Background: an optimization exercise with open tools, aiming at small area. Do not read the settings as production practice.
Only simulation tests tie the RTL to the original design; equivalence was not proved.
Power and IR drop assume default switching activity.

## flow/design.v (module list and top-level ports; edited modules follow where they fit)
// module dp_bram: 28 lines
// module mac_pe: 649 lines
// module pe_array: 63 lines
// module result_buffer: 76 lines
// module matmul_datapath: 94 lines
module matmul_datapath (
  input  wire logic                                  clk,
  input  wire logic                                  clr_n,
  input  wire logic [2:0]                            a_en,
  input  wire logic [2:0]                            a_we,
  input  wire logic [5:0]                            a_addr,
  input  wire logic [47:0]                           a_din,
  input  wire logic [2:0]                            b_en,
  input  wire logic [2:0]                            b_we,
  input  wire logic [5:0]                            b_addr,
  input  wire logic [47:0]                           b_din,
  input  wire logic                                  pe_start,
  input  wire logic                                  pe_valid,  
  input  wire logic                                  pe_last,
  input  wire logic                                  capture,
  input  wire logic                                  buf_clear,
  input  wire logic                                  c_wr,
  input  wire logic [3:0]                            c_addr,
  input  wire logic [3:0]                            drain_idx,
  input  wire logic                                  rd_en,
  input  wire logic [3:0]                            rd_addr,
  output logic      [33:0]                           dout_c,
  output logic      [8:0]                            pe_done,
  output logic                                       buf_valid
);
  // ...
==> flow/flow/run.sh <==
#!/bin/bash
# Own layout flow:
#  1. the standard synthesis (standard.sh synth);
#  2. a polarity clean-up of its netlist (flow/polarity.py): inverters and
#     buffers between cells are dissolved, three-input ANDs that share an
#     input pair with many others are split so the pair is computed once,
#     4:1 muxes become and-or-invert gates over shared decoded selects,
#     full/half adders and simple gates
#     are re-typed to read/drive complemented values so that few inverters
#     remain; registers are untouched. The result is checked equivalent to the
#     standard netlist (registers cut into ports by name, ABC cec) and used
#     only if that check passes;
#  3. the standard layout (standard.sh finish) from that netlist, with the
#     clock tree built from clusters of up to 14 sinks per clkbuf_8 and no
#     dummy loads,
#     and the port buffers made with the smallest buffer.
set -euo pipefail
Y=$FLOW_HOME/../tools/install/yosys/bin
export PATH=$Y:$PATH
LIB=$FLOW_HOME/platforms/$FLOW_PLATFORM/lib/sky130_fd_sc_hd__tt_025C_1v80.lib
R=orfs/results/$FLOW_PLATFORM/matmul_datapath/base

bash standard.sh synth > synth.log 2>&1

cp $R/1_2_yosys.v std_netlist.v
if python3 flow/polarity.py $LIB std_netlist.v pol_netlist.v --buffers --factor --mux4 > polarity.log 2>&1 \
   && bash flow/toaig.sh $LIB std_netlist.v std.aig > aig_std.log 2>&1 \
   && bash flow/toaig.sh $LIB pol_netlist.v pol.aig > aig_pol.log 2>&1 \
   && yosys-abc -c "cec std.aig pol.aig" > cec.log 2>&1 \
   && grep -q "Networks are equivalent" cec.log; then
  echo "using the polarity-optimised netlist" | tee -a polarity.log
  cp pol_netlist.v $R/1_2_yosys.v
  rm -f $R/1_synth.odb $R/1_synth.sdc
else
  echo "polarity clean-up not used" | tee -a polarity.log
fi

CTS="-sink_clustering_enable -repair_clock_nets -dont_use_dummy_load"
CTS="$CTS -sink_clustering_size 14 -sink_clustering_max_diameter 60"
CTS="$CTS -buf_list sky130_fd_sc_hd__clkbuf_8"
bash standard.sh "CTS_ARGS=$CTS" \
  "BUFFER_PORTS_ARGS=-buffer_cell sky130_fd_sc_hd__buf_1" finish > layout.log 2>&1
==> flow/flow/cutregs.py <==
#!/usr/bin/env python3
"""Cut every register out of a mapped netlist, for a combinational equivalence
check: each register's output becomes an input port and each of its input pins
an output port, named after the register instance and declared in sorted
order, so two netlists with the same registers give the same ports.
usage: cutregs.py IN.v OUT.v"""
import re, sys
src = open(sys.argv[1]).read()
m = re.search(r'^module\s+(\S+)\s*\((.*?)\);', src, re.M | re.S)
body_start = m.end()
end = src.rindex('endmodule')
body = src[body_start:end]
inst_re = re.compile(r'^\s*(sky130_fd_sc_hd__\w+)\s+(\S+)\s*\((.*?)\);\s*$', re.S | re.M)
pin_re = re.compile(r'\.(\w+)\(\s*(.*?)\s*\)(?=\s*,|\s*$)', re.S)
REG = re.compile(r'sky130_fd_sc_hd__(s?e?df|dl)\w*$')
def esc(e):
    return e + ' ' if e.startswith('\\') else e
def clean(n):
    return re.sub(r'[^A-Za-z0-9_]', '_', n)
extra_in, extra_out, assigns = [], [], []
out = []
pos = 0
for mm in inst_re.finditer(body):
    out.append(body[pos:mm.start()])
    pos = mm.end()
    t, n = mm.group(1), mm.group(2)
    if not REG.match(t):
        out.append(mm.group(0))
        continue
    pins = dict((p, e.strip()) for p, e in pin_re.findall(mm.group(3)))
    base = clean(n)
    for p, e in pins.items():
        if p in ('Q', 'Q_N'):
            nm = f"q__{base}__{p}"
            extra_in.append(nm)
            assigns.append(f"  assign {esc(e)} = {nm};\n")
        elif p not in ('CLK', 'CLK_N', 'GATE'):
            nm = f"d__{base}__{p}"
            extra_out.append(nm)
            assigns.append(f"  assign {nm} = {esc(e)};\n")
out.append(body[pos:])
ports = m.group(2).strip()
allp = ports + ''.join(f", {x}" for x in sorted(extra_in) + sorted(extra_out))
decl = ''.join(f"  input {x};\n" for x in sorted(extra_in)) + ''.join(f"  output {x};\n" for x in sorted(extra_out))
res = src[:m.start()] + f"module {m.group(1)} ({allp});\n" + decl + ''.join(out) + ''.join(assigns) + "endmodule\n"
open(sys.argv[2], 'w').write(res)
==> flow/flow/toaig.sh <==
#!/bin/bash
# toaig.sh LIB NETLIST.v OUT.aig : the netlist's logic between registers as a
# combinational AIG (registers cut into ports by name), for ABC's cec
set -euo pipefail
python3 "$(dirname "$0")/cutregs.py" $2 $3.cut.v
yosys -q -p "read_liberty -ignore_miss_func $1; read_verilog $3.cut.v; hierarchy -top $FLOW_TOP; flatten; techmap; setundef -zero; aigmap; write_aiger $3"
==> flow/standard.sh <==
#!/bin/bash
# synth_recipe.tcl (not shown) runs the flow's synth.tcl, then flattens the netlist and writes it again
# the make line also repeats each setting of config.mk as NAME=value (left out here)
make -C /OpenROAD-flow-scripts/flow DESIGN_CONFIG=/design/flow/config.mk WORK_HOME=/design/flow/orfs CLKGATE_MAP_FILE= SYNTH_SCRIPT=/design/flow/synth_recipe.tcl "${@:-finish}"
==> flow/config.mk <==
export PLATFORM = sky130hd
export DESIGN_NAME = matmul_datapath
export DESIGN_NICKNAME = matmul_datapath
export VERILOG_FILES = /design/flow/design.v
export SDC_FILE = /design/flow/constraint.sdc
export NUM_CORES = 4
export LEC_CHECK = 0
export CAP_MARGIN = 10
export CORE_MARGIN = 2
export CORE_UTILIZATION = 60
export SLEW_MARGIN = 10
==> flow/constraint.sdc <==
create_clock -name core_clock -period 10.0 [get_ports {clk}]
set_input_delay 2.0000 -clock core_clock [delete_from_list [all_inputs] [get_ports {clk}]]
set_output_delay 2.0000 -clock core_clock [all_outputs]
set_load 0.01 [all_outputs]
Not shown: flow/flow/polarity.py
==> flow_metrics.tcl, run 1 <==
set metrics [dict create \
    worstPathRequired_ns 10.82 \
    grt_max_degree 137 \
    cts-root-buf "clkbuf_8" \
    num_rows 162 \
    postCtsSetupBuffers 0 \
    critPathLaunch "pe_valid" \
    syn_to_final_growth_pct 8.97 \
    grt_busiest_layer "met1" \
    drtPass1Iterations 9 \
    multi_input_area_share_pct 54.3 \
    antenna_found_initial 19 \
    utilization_pct 65.7 \
    seq_area_um2 48100 \
    finish.net_count 11800 \
    power_leader "registers" \
    final.setup.worst_slack_ns 0.928 \
    crit_family "adder cells" \
    n_fill_cell 14500 \
    port_buffers 184 \
    p_sw_share_pct 34.6 \
    hp-start "u_pe_array.g_row[1].g_col[0].sum_nq[30]$_DFF_P_" \
    htreeDepth 4 \
    synth-warning-count 7 \
    powerSeq_mw 9.69 \
    grt_pass1_vias 82400 \
    path_cells "clkbuf_4, buf_4, buf_4, and2_1, buf_4, nand2_1, fa_1, fa_1, fa_1, fa_1, fa_1, fa_1, or2_1, fa_1, fa_1, fa_1, fa_1, fa_1, fa_1, fa_1, fa_1, xor2_1" \
    wl_met2_um 163000 \
    grt_first_pass_wirelength_um 579000 \
    coreArea_um2 195000 \
    grtUsageMet3_pct 18.3 \
    synth_area_um2 117000 \
    p_clk_share_pct 18.3 \
    dpl_cell_area_um2 125000 \
    dieArea_um2 199000 \
    diodes 24 \
    path_max_fanout 31 \
    pg_clk_mw 3.87 \
    power.total_mw 21.1 \
    synth_fp_nets 11000 \
    dominant_cells "multi-input gates" \
    hold_end "u_result_buffer.entry_n[3][30]$_DFFE_PP_" \
    status "complete, no violations" \
]
==> inputs of run 2 (changes only) <==
--- a/flow/config.mk
+++ b/flow/config.mk
@@ -6,6 +6,6 @@
 export NUM_CORES = 4
 export LEC_CHECK = 0
-export CAP_MARGIN = 10
+export CAP_MARGIN = 20
 export CORE_MARGIN = 2
-export CORE_UTILIZATION = 60
-export SLEW_MARGIN = 10
+export CORE_UTILIZATION = 65
+export SLEW_MARGIN = 20
==> flow_metrics.tcl, run 2 <==
set metrics [dict create \
    synth_area_um2 117000 \
    vias 79100 \
    final_cell_mix "2,611 x nand2_1, 2,296 x fa_1, 1,382 x edfxtp_1" \
    fmax_mhz 112 \
    drt-vias-per-instance 6.75 \
    hold_path.class "flop to flop" \
    io_pins 185 \
    maxSlewViolCount 0 \
    p_clk_share_pct 17.9 \
    grt_max_degree 122 \
    post_cts_resized 0 \
    clock-sinks 1710 \
    postCtsSetupBuffers 0 \
    holdBufCountCts 0 \
    power.total_mw 21.0 \
    drive_gt1_share_pct 7.32 \
    place.gp.congestion 1.00 \
    fin_tns_setup_ns 0 \
    cts-root-buf "clkbuf_8" \
    cts_tree "built" \
    die_x_um 429 \
    clk_pin_slew_ns 0.09 \
    worstPathRequired_ns 10.81 \
    cap_violations 0 \
    clk_latency_ns 1.00 \
    ant_nets 0 \
    synth_fp_nets 11000 \
    num_rows 155 \
    status "complete, no violations" \
    grt_overflow_total 0 \
    synth.avg_cell_area_um2 13.7 \
    finalSetupViolCount 0 \
    slew_headroom_pct 19.1 \
    layout_commonest_cell "nand2_1" \
    drcViolationCount 0 \
    syn_to_final_growth_pct 8.35 \
    finalClockSkew_ns 0.120 \
    startpoint_type "primary input" \
    grt_pass1_vias 85100 \
    min_period_ns 8.93 \
    cts_buffers 164 \
    finish.net_count 11800 \
    p_sw_mw 7.28 \
    arrival_ns 9.74 \
    reg_top3 "c_mem: 544 flops, u_pe_array.g_row.g_col.sum_nq: 306 flops, u_result_buffer.entry_n: 306 flops" \
    power_density_nw_per_um2 165 \
    p_sw_share_pct 34.7 \
    tightest_slew_ns 1.21 \
    wl_per_cell_um 34.0 \
    largest_reg_flops 544 \
    grt_first_pass_wirelength_um 582000 \
    htreeDepth 4 \
    antenna_found_initial 20 \
    regMostFlops "c_mem" \
    grt_setup_unrepaired "false" \
    worstSetupEndpointType "flop" \
    wl_um 399000 \
    synth-warning-count 7 \
    p_leak_nw 35.2 \
    track_usage_pct 45.1 \
    drt-initial-drc-count 10200 \
    drtPass1Iterations 9 \
    fin_crit_sh_pct 89.3 \
    p_int_mw 13.7 \
    port_buffers 184 \
    path_max_fanout 59 \
    seqPwrFrac_pct 46.1 \
    die_h_um 429 \
    finalHoldViolations 0 \
    hpwlAfterDp_um 275000 \
    synthCells 8583 \
    dieArea_um2 184000 \
    initial_core_util_pct 65.6 \
    clockBufferDepth 3 \
    combinationalPowerShare_pct 35.9 \
    coreArea_um2 179000 \
    crit_type "primary input to flop" \
    vdd_drop_max_mv 0.159 \
]
-- run 2: cell count changes in the layout (fill, tap and decap cells not counted), moves of 2 or more --
cell / previous run / this run
a21oi_1: 37 / 34
buf_12: 42 / 25
a21oi_2: 2 / 5
and2_2: 28 / 23
diode_2: 24 / 22
and2_1: 82 / 86
buf_4: 413 / 409
clkbuf_8: 173 / 164
-- run 2: worst max-delay path, stage by stage --
cell and delay [ns]:
clkbuf_4 0.17, buf_12 0.33, and2_1 0.58, buf_4 0.23, nand2_1 0.07, xnor2_1 0.18, fa_1 0.44, fa_1 0.38
fa_1 0.38, fa_1 0.38, fa_1 0.39, fa_1 0.41, fa_1 0.42, fa_1 0.39, fa_1 0.39, fa_1 0.41
fa_1 0.43, fa_1 0.42, fa_1 0.42, fa_1 0.40, fa_1 0.44
-- run 2: final cells by class --
class	instances	area, um^2
multi-input cells	6847	69400
fillers	12200	51700
flip-flops and latches	1710	48100
repair buffers	618	4280
well taps	2355	2950
clock buffers	164	2260
inverters	17	63.8
diodes	22	55.1
-- run 2: final timing paths --
path | start | endpoint | slack (ns) | cells past startpoint
worst max-delay path | pe_valid | u_pe_array.g_row[1].g_col[0].sum_nq[15]$_DFF_P_ | 1.07 | 21
worst min-delay path | u_pe_array.g_row[1].g_col[0].sum_nq[20]$_DFF_P_ | u_result_buffer.entry_n[3][20]$_DFFE_PP_ | 0.40 | 0
worst max register to register | g_bank[0].u_b_bank.wr_rdata[0]$_DFFE_PP_ | u_pe_array.g_row[1].g_col[0].sum_nq[15]$_DFF_P_ | 1.71 | 18
worst min register to register | u_pe_array.g_row[1].g_col[0].sum_nq[20]$_DFF_P_ | u_result_buffer.entry_n[3][20]$_DFFE_PP_ | 0.40 | 0
max in group asynchronous | clr_n | u_result_buffer.ez$_DFFE_PN1P_ | 8.95 | 1
min in group asynchronous | clr_n | u_pe_array.done$_DFF_PN0_ | 0.81 | 1
-- run 2: through the flow --
stage	util [%]	hold WS, ns	setup slack [ns]	instances	cell area (um^2)
after floorplan	-	0.400	0.737	8583	117000
after global placement	69.8	0.406	0.346	11500	125000
after detailed placement	69.8	0.407	0.183	11500	125000
after CTS	71.0	0.391	1.19	11700	127000
after global routing	71.0	0.393	1.00	11700	127000
final	71.1	0.399	1.07	11700	127000
-- run 2: power groups by stage --
stage	combinational, mW	clock, mW	sequential, mW
after floorplan	4.94	0	9.46
after global placement	7.14	0	9.77
after detailed placement	7.37	0	9.78
after CTS	7.53	3.80	9.64
after global routing	8.44	4.03	9.72
final	7.55	3.76	9.69
-- run 2: metal layers --
layer | GRT usage, % | part of all wire, % | up-vias
met5 | 0.208 | 0.044 | -
met4 | 27.4 | 8.0 | 20
met3 | 20.7 | 17 | 1484
met2 | 60.2 | 41 | 6629
met1 | 60.6 | 34 | 40600
li1 | - | - | 30400
==> inputs of run 3 (changes only) <==
--- a/flow/flow/run.sh
+++ b/flow/flow/run.sh
@@ -12,5 +12,5 @@
 #     only if that check passes;
 #  3. the standard layout (standard.sh finish) from that netlist, with the
-#     clock tree built from clusters of up to 14 sinks per clkbuf_8 and no
+#     clock tree built from clusters of up to 16 sinks per clkbuf_8 and no
 #     dummy loads,
 #     and the port buffers made with the smallest buffer.
@@ -37,5 +37,5 @@
 
 CTS="-sink_clustering_enable -repair_clock_nets -dont_use_dummy_load"
-CTS="$CTS -sink_clustering_size 14 -sink_clustering_max_diameter 60"
+CTS="$CTS -sink_clustering_size 16 -sink_clustering_max_diameter 60"
 CTS="$CTS -buf_list sky130_fd_sc_hd__clkbuf_8"
 bash standard.sh "CTS_ARGS=$CTS" \
==> flow_metrics.tcl, run 3 <==
set metrics [dict create \
    startpoint_type "primary input" \
    holdBufCountCts 0 \
    synth_fp_nets 11000 \
    clockBufferDepth 3 \
    critPathLaunch "pe_valid" \
    coreArea_um2 179000 \
    reg_top3 "c_mem: 544 flops, u_pe_array.g_row.g_col.sum_nq: 306 flops, u_result_buffer.entry_n: 306 flops" \
    syn_to_final_growth_pct 8.21 \
    regMostFlops "c_mem" \
    cap_violations 0 \
    fmax_mhz 112 \
    fin_area_um2 127000 \
    status "complete, no violations" \
    finalClockSkew_ns 0.102 \
    synth.avg_cell_area_um2 13.7 \
    layout_commonest_cell "nand2_1" \
    wl_per_cell_um 34.1 \
    finalHoldViolations 0 \
    hpwlAfterDp_um 275000 \
    die_h_um 429 \
    fin_tns_setup_ns 0 \
    final_cell_mix "2,611 x nand2_1, 2,296 x fa_1, 1,382 x edfxtp_1" \
    drt-vias-per-instance 6.75 \
    p_leak_nw 35.2 \
    num_rows 155 \
    grt_first_pass_wirelength_um 582000 \
    post_cts_resized 0 \
    whs_ns 0.400 \
    path_max_fanout 59 \
    instances_no_fill 11700 \
    clk_pin_slew_ns 0.09 \
    power_density_nw_per_um2 165 \
    cts_buffers 154 \
    port_buffers 184 \
    dieArea_um2 184000 \
    crit_type "primary input to flop" \
    drtPass1Iterations 7 \
    synth-warning-count 7 \
    synth_area_um2 117000 \
    antenna_found_initial 21 \
    clk_latency_ns 0.98 \
    utilization_pct 71.0 \
    dpl_cell_area_um2 125000 \
    finish.net_count 11800 \
    ant_nets 0 \
    drcViolationCount 0 \
    cts-root-buf "clkbuf_8" \
    drive_gt1_share_pct 7.22 \
    initial_core_util_pct 65.6 \
    maxSlewViolCount 0 \
    slew_headroom_pct 13.4 \
    dpl.cell_count 11500 \
    synthCells 8583 \
    io_pins 185 \
    htreeDepth 4 \
    arrival_ns 9.72 \
    drt-initial-drc-count 10500 \
    finalSetupViolCount 0 \
    hold_path.class "flop to flop" \
    tightest_slew_ns 1.30 \
    wl_um 399000 \
    hp-start "u_pe_array.g_row[2].g_col[0].sum_nq[7]$_DFF_P_" \
    vdd_drop_max_mv 0.163 \
    die_x_um 429 \
    cts_tree "built" \
    grt_pass1_vias 85000 \
    place.gp.congestion 1.00 \
    worstPathRequired_ns 10.81 \
    grt_setup_unrepaired "false" \
    largest_reg_flops 544 \
    postCtsSetupBuffers 0 \
    track_usage_pct 45.1 \
    worstSetupEndpointType "flop" \
    vias 79100 \
    clock-sinks 1710 \
    min_period_ns 8.91 \
    n_fill_cell 12300 \
    fin_crit_sh_pct 89.1 \
    regToRegStartpoint "g_bank[0].u_b_bank.wr_rdata[0]$_DFFE_PP_" \
    grt_max_degree 122 \
    grt_overflow_total 0 \
]
==> run 3: path summary, 6_finish.rpt <==
path | to | slack, ns | depth (start not counted)
worst max-delay path | u_pe_array.g_row[1].g_col[0].sum_nq[15]$_DFF_P_ | 1.09 | 21
worst min register to register | u_result_buffer.entry_n[6][7]$_DFFE_PP_ | 0.40 | 0
max in group asynchronous | u_result_buffer.ez$_DFFE_PN1P_ | 8.92 | 1
min in group asynchronous | u_result_buffer.valid$_DFFE_PN0P_ | 0.83 | 1
worst max register to register | u_pe_array.g_row[1].g_col[0].sum_nq[15]$_DFF_P_ | 1.61 | 18
worst min-delay path | u_result_buffer.entry_n[6][7]$_DFFE_PP_ | 0.40 | 0
==> run 3: stage by stage <==
| stage | power (mW) | setup WS, ns |
|---|---|---|
| 4_1_cts | 20.8 | 1.19 |
| 2_1_floorplan | 14.4 | 0.737 |
| 5_1_grt | 22.1 | 1.02 |
| 3_5_place_dp | 17.1 | 0.183 |
| 6_report | 20.9 | 1.09 |
| 3_3_place_gp | 16.9 | 0.346 |
==> run 3: worst max-delay path: stages <==
cell	delay, ns
clkbuf_4	0.17
buf_12	0.32
and2_1	0.58
buf_4	0.23
nand2_1	0.07
xnor2_1	0.18
fa_1	0.44
fa_1	0.38
fa_1	0.38
fa_1	0.38
fa_1	0.39
fa_1	0.41
fa_1	0.41
fa_1	0.39
fa_1	0.39
fa_1	0.41
fa_1	0.43
fa_1	0.42
fa_1	0.42
fa_1	0.40
fa_1	0.43
==> run 3: per-layer routing <==
metal  wire [um]  up-vias  part of all wire (%)  track usage, %
met1      138000    40600                    35            61.0
li1            -    30400                     -               -
met5         399        -                  0.10           0.859
met3       66800     1508                    17            20.1
met4       32300       24                   8.1            27.6
met2      162000     6614                    41            60.1
==> run 3: power breakdown <==
group          total [mW]  switching (mW)  internal (mW)
Combinational        7.56            4.31           3.26
Clock                3.65            2.28           1.37
Sequential           9.69           0.667           9.02
==> run 3: final cells by class <==
class	count	area [um^2]	share of cell area, %
timing repair buffer	618	4280	3.37
multi-input combinational	6847	69400	54.7
inverter	17	63.8	0.0503
antenna	11	27.5	0.0217
clock buffer	154	2120	1.67
sequential	1710	48100	37.9
tap	2355	2950	2.32

-- port drivers added, routing unchanged --
Ports are ideal in the flow. The routed layouts listed here were re-timed in OpenROAD.
Step 1, drivers: a clkbuf_16 drives clk and a buf_2 each remaining input, both assumed.
Step 2 also shifts input and output timing later by t, the mid clock arrival at the registers, as if the neighbouring blocks saw the same clock.
Slacks: ideal ports / drivers / drivers and shift; pairs: ideal ports / drivers.
run	shift t [ns]	setup WS [ns]	pins driven straight from the clock port
run 1	1.002	0.928 / 0.973 / -0.029	1
run 2	1.028	1.072 / 1.105 / 0.077	1
run 3	1.026	1.087 / 1.122 / 0.096	1
With both steps, setup timing fails in run 1, where it was met with ideal ports. The setup slack of run 2, which loses most, moves by +0.033 ns with the drivers and by -0.995 ns with both steps.
